This is an optimization exercise on Yosys and OpenROAD, whose aim is small area, not a production implementation. In this exercise RTL edits were held to simulation tests only and were not proved equivalent to the original. No activity file was given, so power comes from the tool's default toggle rates.

==> v11 <==
==> flow/design.v <==
`timescale 1ns/100ps
`default_nettype none
package pipe_types_pkg;
    typedef enum logic [2:0] {
        OP_ADDI,
        OP_CINCOFFSET,
        OP_CSUB,
        OP_CMOVE,
        OP_CCLEARTAG,
        OP_CGETTAG,
        OP_ILLEGAL
    } op_e;
endpackage
`default_nettype wire
`timescale 1ns/100ps
`default_nettype none
module insn_decoder (
    input  wire logic [32-1:0] insn,
    output logic [2:0]                  op
);
    logic [6:0] opcode;
    logic [2:0] funct3;
    logic [6:0] funct7;
    logic [4:0] rs2;
    assign opcode = insn[6:0];
    assign funct3 = insn[14:12];
    assign rs2    = insn[24:20];
    assign funct7 = insn[31:25];
    always_comb begin
        op = pipe_types_pkg::OP_ILLEGAL;
        if (opcode == 7'b0010011 && funct3 == 3'b000) begin
            op = pipe_types_pkg::OP_ADDI;
        end else if (opcode == 7'b1011011 && funct3 == 3'b000) begin
            case (funct7)
                7'b0010001: op = pipe_types_pkg::OP_CINCOFFSET;
                7'b0010100:       op = pipe_types_pkg::OP_CSUB;
                7'b1111111: begin
                    case (rs2)
                        5'h0a:     op = pipe_types_pkg::OP_CMOVE;
                        5'h0b: op = pipe_types_pkg::OP_CCLEARTAG;
                        5'h04:   op = pipe_types_pkg::OP_CGETTAG;
                        default:          op = pipe_types_pkg::OP_ILLEGAL;
                    endcase
                end
                default: op = pipe_types_pkg::OP_ILLEGAL;
            endcase
        end
    end
endmodule
`default_nettype wire
`timescale 1ns/100ps
`default_nettype none
module rf_ao3n (
    input  wire logic [2:0] a,
    input  wire logic [2:0] s,
    output logic            y_n
);
    assign y_n = ~|(a & s);
endmodule
module rf_ao1n (
    input  wire logic a,
    input  wire logic s,
    output logic      y_n
);
    assign y_n = ~(a & s);
endmodule
module rf_or11n (
    input  wire logic [10:0] t_n,
    output logic             y
);
    assign y = ~&t_n;
endmodule
module rf_or12n (
    input  wire logic [11:0] t_n,
    output logic             y
);
    assign y = ~&t_n;
endmodule
module rf_rdbit #(
    parameter int W = 32
) (
    input  wire logic [W-1:0] a,
    input  wire logic [W-1:0] s,
    output logic              y
);
    for (genvar g = 0; g < 10; g++) begin : g_ao3
        logic t_n;
        rf_ao3n u (.a(a[3*g +: 3]), .s(s[3*g +: 3]), .y_n(t_n));
    end
    if (W == 33) begin : g_w33
        logic t_n;
        rf_ao3n u30 (.a(a[32:30]), .s(s[32:30]), .y_n(t_n));
        rf_or11n u_or (
            .t_n ({t_n, g_ao3[9].t_n, g_ao3[8].t_n, g_ao3[7].t_n, g_ao3[6].t_n,
                   g_ao3[5].t_n, g_ao3[4].t_n, g_ao3[3].t_n, g_ao3[2].t_n,
                   g_ao3[1].t_n, g_ao3[0].t_n}),
            .y   (y)
        );
    end else begin : g_w32
        logic [1:0] t_n;
        rf_ao1n u30 (.a(a[30]), .s(s[30]), .y_n(t_n[0]));
        rf_ao1n u31 (.a(a[31]), .s(s[31]), .y_n(t_n[1]));
        rf_or12n u_or (
            .t_n ({t_n, g_ao3[9].t_n, g_ao3[8].t_n, g_ao3[7].t_n, g_ao3[6].t_n,
                   g_ao3[5].t_n, g_ao3[4].t_n, g_ao3[3].t_n, g_ao3[2].t_n,
                   g_ao3[1].t_n, g_ao3[0].t_n}),
            .y   (y)
        );
    end
endmodule
module operand_stage (
    input  wire logic                 CLK,
    input  wire logic                 rst_n,
    input  wire logic                 we,
    input  wire logic [4:0]           wr,
    input  wire logic                 wtag,
    input  wire logic [32-1:0]  waddr,
    input  wire logic                 fwd1,
    input  wire logic                 fwd2,
    input  wire logic [4:0]           r1,
    input  wire logic                 r1_en,
    input  wire logic                 x1_sel,
    output logic [32-1:0]       r1_addr,
    output logic                      r1_tag,
    input  wire logic [4:0]           r2,
    input  wire logic                 r2_en,
    input  wire logic                 imm_sel,
    input  wire logic [11:0]          imm,
    output logic [32-1:0]       r2_addr
);
    logic [31:1]         tags;
    logic [32-1:0] addrs [1:31];
    logic [31:1]         wen;
    for (genvar i = 1; i < 32; i++) begin : g_reg
        assign wen[i] = we && wr == i;
        always_ff @(posedge CLK) begin
            if (wen[i] || !rst_n) begin
                tags[i]  <= wtag || !rst_n;
                addrs[i] <= rst_n ? waddr : '0;
            end
        end
    end
    logic [31:1] sel1, sel2, dec1;
    logic        en1, en2, fsel1, fsel2;
    assign en1   = r1_en && !fwd1;
    assign en2   = r2_en && !fwd2;
    assign fsel1 = r1_en && fwd1;
    assign fsel2 = r2_en && fwd2;
    for (genvar i = 1; i < 32; i++) begin : g_sel
        assign dec1[i] = (r1 == i);
        assign sel1[i] = dec1[i] && en1;
        assign sel2[i] = (r2 == i) && en2;
    end
    always_comb begin
        r1_tag = 1'b0;
        for (int i = 1; i < 32; i++) begin
            if (dec1[i] && tags[i]) r1_tag = 1'b1;
        end
        if (fwd1) r1_tag = wtag;
    end
    logic [32-1:0] immx;
    assign immx = {{(32-12){imm[11]}}, imm};
    for (genvar b = 0; b < 32; b++) begin : g_bit
        logic [30:0] d;
        for (genvar i = 1; i < 32; i++) begin : g_d
            assign d[i-1] = addrs[i][b];
        end
        if (b == 0) begin : g_p1x
            rf_rdbit #(.W(33)) u1 (.a({r1_tag, waddr[b], d}), .s({x1_sel, fsel1, sel1}), .y(r1_addr[b]));
        end else begin : g_p1
            rf_rdbit #(.W(32)) u1 (.a({waddr[b], d}), .s({fsel1, sel1}), .y(r1_addr[b]));
        end
        rf_rdbit #(.W(33)) u2 (.a({immx[b], waddr[b], d}), .s({imm_sel, fsel2, sel2}), .y(r2_addr[b]));
    end
endmodule
`default_nettype wire
`timescale 1ns/100ps
`default_nettype none
module cap_alu_ctl (
    input  wire logic [2:0] op,
    output logic            a_en,
    output logic            x1_sel,
    output logic            b_en,
    output logic            imm_sel,
    output logic            sub,
    output logic            keep_tag
);
    logic exc;
    assign exc     = (op == pipe_types_pkg::OP_ILLEGAL) || (op == 3'd7);
    assign sub     = (op == pipe_types_pkg::OP_CSUB);
    assign x1_sel  = (op == pipe_types_pkg::OP_CGETTAG);
    assign imm_sel = (op == pipe_types_pkg::OP_ADDI);
    assign a_en    = !exc && !x1_sel;
    assign b_en    = (op == pipe_types_pkg::OP_CINCOFFSET) || sub;
    assign keep_tag = (op == pipe_types_pkg::OP_CINCOFFSET) ||
                      (op == pipe_types_pkg::OP_CMOVE);
endmodule
module cap_alu_stage (
    input  wire logic                 sub,
    input  wire logic [32-1:0]  a,
    input  wire logic [32-1:0]  b,
    output logic [32-1:0]       res_addr
);
    logic [32-1:0] bx, p, g, gg, pp, c;
    assign bx = b ^ {32{sub}};
    assign p  = a ^ bx;
    assign g  = a & bx;
    always_comb begin
        gg = g;
        pp = p;
        gg[0] = g[0] | (p[0] & sub);
        for (int l = 0; l < 5; l++) begin
            for (int i = (2 << l) - 1; i < 32; i += (2 << l)) begin
                gg[i] = gg[i] | (pp[i] & gg[i - (1 << l)]);
                pp[i] = pp[i] & pp[i - (1 << l)];
            end
        end
        for (int l = 3; l >= 0; l--) begin
            for (int i = (3 << l) - 1; i < 32; i += (2 << l)) begin
                gg[i] = gg[i] | (pp[i] & gg[i - (1 << l)]);
                pp[i] = pp[i] & pp[i - (1 << l)];
            end
        end
    end
    assign c        = {gg[32-2:0], sub};
    assign res_addr = p ^ c;
endmodule
`default_nettype wire
`timescale 1ns/100ps
`default_nettype none
module cap_pipe_top (
    input  wire logic                CLK,
    input  wire logic                rst_n,
    input  wire logic                insn_valid,
    input  wire logic [31:0]         insn,
    output logic                     retire_valid,
    output logic [38:0]              retire    
);
    logic [2:0]  op0;
    logic [2:0]  op1;
    logic        v1, v2;
    logic [4:0]  rd1, rd2, rs1_1, rs1_2;
    logic [11:0] imm1, imm2;    
    logic        a_en1, x1_sel1, b_en1, imm_sel1, sub1, keep1;
    logic        a_en, x1_sel, b_en, imm_sel, sub, keep, exc;
    logic        c1_tag, res_tag;
    logic [31:0] c1_addr, c2_addr, res_addr;
    logic        we;
    logic        we_next, fwd1, fwd2;
    assign exc     = !a_en && !x1_sel;    
    assign we_next = v2 && !exc && rd2 != 5'd0;
    assign we      = retire_valid && !retire[0] && retire[38:34] != 5'd0;
    assign res_tag = c1_tag && keep;
    insn_decoder decoder_i (
        .insn (insn),
        .op   (op0)
    );
    always_ff @(posedge CLK or negedge rst_n) begin
        if (!rst_n) begin
            v1           <= 1'b0;
            v2           <= 1'b0;
            retire_valid <= 1'b0;
        end else begin
            v1           <= insn_valid;
            v2           <= v1;
            retire_valid <= v2;
        end
    end
    always_ff @(posedge CLK) begin
        op1   <= op0;
        rd1   <= insn[11:7];
        rs1_1 <= insn[19:15];
        imm1  <= insn[31:20];
        a_en    <= a_en1;
        x1_sel  <= x1_sel1;
        b_en    <= b_en1;
        imm_sel <= imm_sel1;
        sub     <= sub1;
        keep    <= keep1;
        fwd1    <= we_next && rs1_1 == rd2;
        fwd2    <= we_next && imm1[4:0] == rd2;
        rd2   <= rd1;
        rs1_2 <= rs1_1;
        imm2  <= imm1;
        retire <= {rd2, res_tag, res_addr, exc};
    end
    cap_alu_ctl ctl_i (
        .op       (op1),
        .a_en     (a_en1),
        .x1_sel   (x1_sel1),
        .b_en     (b_en1),
        .imm_sel  (imm_sel1),
        .sub      (sub1),
        .keep_tag (keep1)
    );
    operand_stage operand_i (
        .CLK     (CLK),
        .rst_n   (rst_n),
        .we      (we),
        .wr      (retire[38:34]),
        .wtag    (retire[33]),
        .waddr   (retire[32:1]),
        .fwd1    (fwd1),
        .fwd2    (fwd2),
        .r1      (rs1_2),
        .r1_en   (a_en),
        .x1_sel  (x1_sel),
        .r1_addr (c1_addr),
        .r1_tag  (c1_tag),
        .r2      (imm2[4:0]),
        .r2_en   (b_en),
        .imm_sel (imm_sel),
        .imm     (imm2),
        .r2_addr (c2_addr)
    );
    cap_alu_stage alu_i (
        .sub      (sub),
        .a        (c1_addr),
        .b        (c2_addr),
        .res_addr (res_addr)
    );
endmodule
`default_nettype wire
==> flow/flow/run.sh <==
#!/bin/bash
# The standard ORFS layout (standard.sh, standard synthesis unchanged) with
# these changes: 1x port buffers; a clock tree of 16x leaf buffers that
# each take up to 30 sinks within 70 um, without dummy loads; and, at
# global routing, downsizing of gates off the critical paths
# (RECOVER_POWER) followed by post_grt.tcl, which repairs the slew,
# capacitance and timing violations that may leave and re-routes.
# make's output goes to standard.log here; each ORFS step keeps its own
# log under orfs/logs.
set -euo pipefail
cd "$(dirname "$0")/.."
export BUFFER_PORTS_ARGS="-buffer_cell sky130_fd_sc_hd__buf_1"
export CTS_ARGS="-sink_clustering_enable -repair_clock_nets -dont_use_dummy_load -sink_clustering_size 30 -sink_clustering_max_diameter 70 -buf_list sky130_fd_sc_hd__clkbuf_16"
export RECOVER_POWER=100
export POST_GLOBAL_ROUTE_TCL="$PWD/flow/post_grt.tcl"
bash standard.sh > standard.log 2>&1
==> flow/flow/post_grt.tcl <==
# After power recovery (downsizing off the critical paths), repair the
# max slew / max capacitance violations it may leave and any timing
# violation, then re-legalise, re-route the changed nets and rewrite the
# route guides.
log_cmd global_route -start_incremental
repair_design_helper
log_cmd detailed_placement
log_cmd global_route -end_incremental \
  -congestion_report_file $::env(REPORTS_DIR)/congestion_post_hook_design.rpt
log_cmd estimate_parasitics -global_routing
repair_timing_helper
log_cmd global_route -start_incremental
log_cmd detailed_placement
log_cmd global_route -end_incremental \
  -congestion_report_file $::env(REPORTS_DIR)/congestion_post_hook_timing.rpt
log_cmd estimate_parasitics -global_routing
report_check_types -max_slew -max_capacitance
report_worst_slack -max
write_guides $::env(RESULTS_DIR)/route.guide
==> flow/standard.sh <==
#!/bin/bash
# synth_recipe.tcl (not shown) runs the flow's synth.tcl, then flattens the netlist and writes it again
# the make line also repeats each setting of config.mk as NAME=value (left out here)
make -C /OpenROAD-flow-scripts/flow DESIGN_CONFIG=/design/flow/config.mk WORK_HOME=/design/flow/orfs CLKGATE_MAP_FILE= SYNTH_SCRIPT=/design/flow/synth_recipe.tcl "${@:-finish}"
==> flow/config.mk <==
export PLATFORM = sky130hd
export DESIGN_NAME = cap_pipe_top
export DESIGN_NICKNAME = cap_pipe_top
export VERILOG_FILES = /design/flow/design.v
export SDC_FILE = /design/flow/constraint.sdc
export NUM_CORES = 4
export LEC_CHECK = 0
export CAP_MARGIN = 20
export CORE_MARGIN = 2
export CORE_UTILIZATION = 55
export PLACE_DENSITY = 0.65
export SLEW_MARGIN = 20
export SYNTH_HIERARCHICAL = 1
==> flow/constraint.sdc <==
create_clock -name core_clock -period 6.0 [get_ports {CLK}]
set_input_delay 1.2000 -clock core_clock [delete_from_list [all_inputs] [get_ports {CLK}]]
set_output_delay 1.2000 -clock core_clock [all_outputs]
set_load 0.01 [all_outputs]
==> v30: changes against v11 <==
--- a/flow/design.v
+++ b/flow/design.v
@@ -77,7 +77,7 @@
     assign y = ~&t_n;
 endmodule
 module rf_rdbit #(
-    parameter int W = 32
+    parameter int W = 31
 ) (
     input  wire logic [W-1:0] a,
     input  wire logic [W-1:0] s,
@@ -87,20 +87,20 @@
         logic t_n;
         rf_ao3n u (.a(a[3*g +: 3]), .s(s[3*g +: 3]), .y_n(t_n));
     end
-    if (W == 33) begin : g_w33
-        logic t_n;
-        rf_ao3n u30 (.a(a[32:30]), .s(s[32:30]), .y_n(t_n));
-        rf_or11n u_or (
+    if (W == 32) begin : g_w32
+        logic [1:0] t_n;
+        rf_ao1n u30 (.a(a[30]), .s(s[30]), .y_n(t_n[0]));
+        rf_ao1n u31 (.a(a[31]), .s(s[31]), .y_n(t_n[1]));
+        rf_or12n u_or (
             .t_n ({t_n, g_ao3[9].t_n, g_ao3[8].t_n, g_ao3[7].t_n, g_ao3[6].t_n,
                    g_ao3[5].t_n, g_ao3[4].t_n, g_ao3[3].t_n, g_ao3[2].t_n,
                    g_ao3[1].t_n, g_ao3[0].t_n}),
             .y   (y)
         );
-    end else begin : g_w32
-        logic [1:0] t_n;
-        rf_ao1n u30 (.a(a[30]), .s(s[30]), .y_n(t_n[0]));
-        rf_ao1n u31 (.a(a[31]), .s(s[31]), .y_n(t_n[1]));
-        rf_or12n u_or (
+    end else begin : g_w31
+        logic t_n;
+        rf_ao1n u30 (.a(a[30]), .s(s[30]), .y_n(t_n));
+        rf_or11n u_or (
             .t_n ({t_n, g_ao3[9].t_n, g_ao3[8].t_n, g_ao3[7].t_n, g_ao3[6].t_n,
                    g_ao3[5].t_n, g_ao3[4].t_n, g_ao3[3].t_n, g_ao3[2].t_n,
                    g_ao3[1].t_n, g_ao3[0].t_n}),
@@ -115,8 +115,6 @@
     input  wire logic [4:0]           wr,
     input  wire logic                 wtag,
     input  wire logic [32-1:0]  waddr,
-    input  wire logic                 fwd1,
-    input  wire logic                 fwd2,
     input  wire logic [4:0]           r1,
     input  wire logic                 r1_en,
     input  wire logic                 x1_sel,
@@ -128,35 +126,37 @@
     input  wire logic [11:0]          imm,
     output logic [32-1:0]       r2_addr
 );
+    logic [31:1]         vld;
     logic [31:1]         tags;
     logic [32-1:0] addrs [1:31];
     logic [31:1]         wen;
     for (genvar i = 1; i < 32; i++) begin : g_reg
         assign wen[i] = we && wr == i;
+        always_ff @(posedge CLK or negedge rst_n) begin
+            if (!rst_n) begin
+                vld[i] <= 1'b0;
+            end else if (wen[i]) begin
+                vld[i] <= 1'b1;
+            end
+        end
         always_ff @(posedge CLK) begin
-            if (wen[i] || !rst_n) begin
-                tags[i]  <= wtag || !rst_n;
-                addrs[i] <= rst_n ? waddr : '0;
+            if (wen[i]) begin
+                tags[i]  <= wtag;
+                addrs[i] <= waddr;
             end
         end
     end
     logic [31:1] sel1, sel2, dec1;
-    logic        en1, en2, fsel1, fsel2;
-    assign en1   = r1_en && !fwd1;
-    assign en2   = r2_en && !fwd2;
-    assign fsel1 = r1_en && fwd1;
-    assign fsel2 = r2_en && fwd2;
     for (genvar i = 1; i < 32; i++) begin : g_sel
         assign dec1[i] = (r1 == i);
-        assign sel1[i] = dec1[i] && en1;
-        assign sel2[i] = (r2 == i) && en2;
+        assign sel1[i] = dec1[i] && vld[i] && r1_en;
+        assign sel2[i] = (r2 == i) && vld[i] && r2_en;
     end
     always_comb begin
         r1_tag = 1'b0;
         for (int i = 1; i < 32; i++) begin
-            if (dec1[i] && tags[i]) r1_tag = 1'b1;
+            if (dec1[i] && (!vld[i] || tags[i])) r1_tag = 1'b1;
         end
-        if (fwd1) r1_tag = wtag;
     end
     logic [32-1:0] immx;
     assign immx = {{(32-12){imm[11]}}, imm};
@@ -166,11 +166,11 @@
             assign d[i-1] = addrs[i][b];
         end
         if (b == 0) begin : g_p1x
-            rf_rdbit #(.W(33)) u1 (.a({r1_tag, waddr[b], d}), .s({x1_sel, fsel1, sel1}), .y(r1_addr[b]));
+            rf_rdbit #(.W(32)) u1 (.a({r1_tag, d}), .s({x1_sel, sel1}), .y(r1_addr[b]));
         end else begin : g_p1
-            rf_rdbit #(.W(32)) u1 (.a({waddr[b], d}), .s({fsel1, sel1}), .y(r1_addr[b]));
+            rf_rdbit #(.W(31)) u1 (.a(d), .s(sel1), .y(r1_addr[b]));
         end
-        rf_rdbit #(.W(33)) u2 (.a({immx[b], waddr[b], d}), .s({imm_sel, fsel2, sel2}), .y(r2_addr[b]));
+        rf_rdbit #(.W(32)) u2 (.a({immx[b], d}), .s({imm_sel, sel2}), .y(r2_addr[b]));
     end
 endmodule
 `default_nettype wire
@@ -183,9 +183,9 @@
     output logic            b_en,
     output logic            imm_sel,
     output logic            sub,
-    output logic            keep_tag
+    output logic            keep_tag,
+    output logic            exc
 );
-    logic exc;
     assign exc     = (op == pipe_types_pkg::OP_ILLEGAL) || (op == 3'd7);
     assign sub     = (op == pipe_types_pkg::OP_CSUB);
     assign x1_sel  = (op == pipe_types_pkg::OP_CGETTAG);
@@ -241,15 +241,12 @@
     logic        v1, v2;
     logic [4:0]  rd1, rd2, rs1_1, rs1_2;
     logic [11:0] imm1, imm2;    
-    logic        a_en1, x1_sel1, b_en1, imm_sel1, sub1, keep1;
+    logic        a_en1, x1_sel1, b_en1, imm_sel1, sub1, keep1, exc1;
     logic        a_en, x1_sel, b_en, imm_sel, sub, keep, exc;
     logic        c1_tag, res_tag;
     logic [31:0] c1_addr, c2_addr, res_addr;
     logic        we;
-    logic        we_next, fwd1, fwd2;
-    assign exc     = !a_en && !x1_sel;    
-    assign we_next = v2 && !exc && rd2 != 5'd0;
-    assign we      = retire_valid && !retire[0] && retire[38:34] != 5'd0;
+    assign we      = v2 && !exc && rd2 != 5'd0;
     assign res_tag = c1_tag && keep;
     insn_decoder decoder_i (
         .insn (insn),
@@ -277,8 +274,7 @@
         imm_sel <= imm_sel1;
         sub     <= sub1;
         keep    <= keep1;
-        fwd1    <= we_next && rs1_1 == rd2;
-        fwd2    <= we_next && imm1[4:0] == rd2;
+        exc     <= exc1;
         rd2   <= rd1;
         rs1_2 <= rs1_1;
         imm2  <= imm1;
@@ -291,17 +287,16 @@
         .b_en     (b_en1),
         .imm_sel  (imm_sel1),
         .sub      (sub1),
-        .keep_tag (keep1)
+        .keep_tag (keep1),
+        .exc      (exc1)
     );
     operand_stage operand_i (
         .CLK     (CLK),
         .rst_n   (rst_n),
         .we      (we),
-        .wr      (retire[38:34]),
-        .wtag    (retire[33]),
-        .waddr   (retire[32:1]),
-        .fwd1    (fwd1),
-        .fwd2    (fwd2),
+        .wr      (rd2),
+        .wtag    (res_tag),
+        .waddr   (res_addr),
         .r1      (rs1_2),
         .r1_en   (a_en),
         .x1_sel  (x1_sel),
==> flow/flow/run.sh (replaced) <==
#!/bin/bash
# The standard ORFS layout (standard.sh, standard synthesis unchanged) with
# three changes: 1x port buffers; a clock tree of 16x leaf buffers that
# each take up to 30 sinks within 70 um, without dummy loads; and, after
# global routing, downsizing of gates off the critical paths
# (RECOVER_POWER), which keeps the worst slack non-negative.
# make's output goes to standard.log here; each ORFS step keeps its own
# log under orfs/logs.
set -euo pipefail
cd "$(dirname "$0")/.."
export BUFFER_PORTS_ARGS="-buffer_cell sky130_fd_sc_hd__buf_1"
export CTS_ARGS="-sink_clustering_enable -repair_clock_nets -dont_use_dummy_load -sink_clustering_size 30 -sink_clustering_max_diameter 70 -buf_list sky130_fd_sc_hd__clkbuf_16"
export RECOVER_POWER=100
bash standard.sh > standard.log 2>&1
removed: flow/flow/post_grt.tcl
==> results.txt <==
v11 finished with timing, DRC and antenna clean. v30 finished with max-capacitance violations, max-slew violations left.
In v11 the die area is smaller than in v30, by 0.95%.
In cell area, v30 and v11 hardly differ.
Of v30 and v11, v30 has the higher routed wire length (gap about 2%, measured against v11).
Between v11 and v30, the lower sequential power is in v30 (gap 3.5%, measured against v30).
Of v30 and v11, v11 has the higher worst setup slack (gap 240 ps).
In v30 the maximum frequency is lower than in v11, by about 4%.
Via count is about the same in v11 and v30.

-- re-timing with driven ports --
The flow's constraints put no driver on any port. The routed layouts listed below were extracted and timed again, unchanged, in two steps.
Step 1 (the two cells are an assumption about what drives the block):
set clk [get_ports {CLK}]
set_driving_cell -lib_cell sky130_fd_sc_hd__clkbuf_16 $clk
set_driving_cell -lib_cell sky130_fd_sc_hd__buf_2 [delete_from_list [all_inputs] $clk]
Step 2, shift: input delay + t, output delay - t, t = (earliest + latest rising clock arrival at the registers) / 2. This alone moves slack from input paths to output paths.
a / b / c = no drivers / after step 1 / after step 2; a / b = the first two.
run	shift t [ns]	setup slack, ns	worst slew at a driven data input, ns	pins driven straight from the clock port
v11	0.714	0.301 / 0.301 / 0.301	0.04	1
v30	0.720	0.063 / 0.063 / 0.063	0.03	1
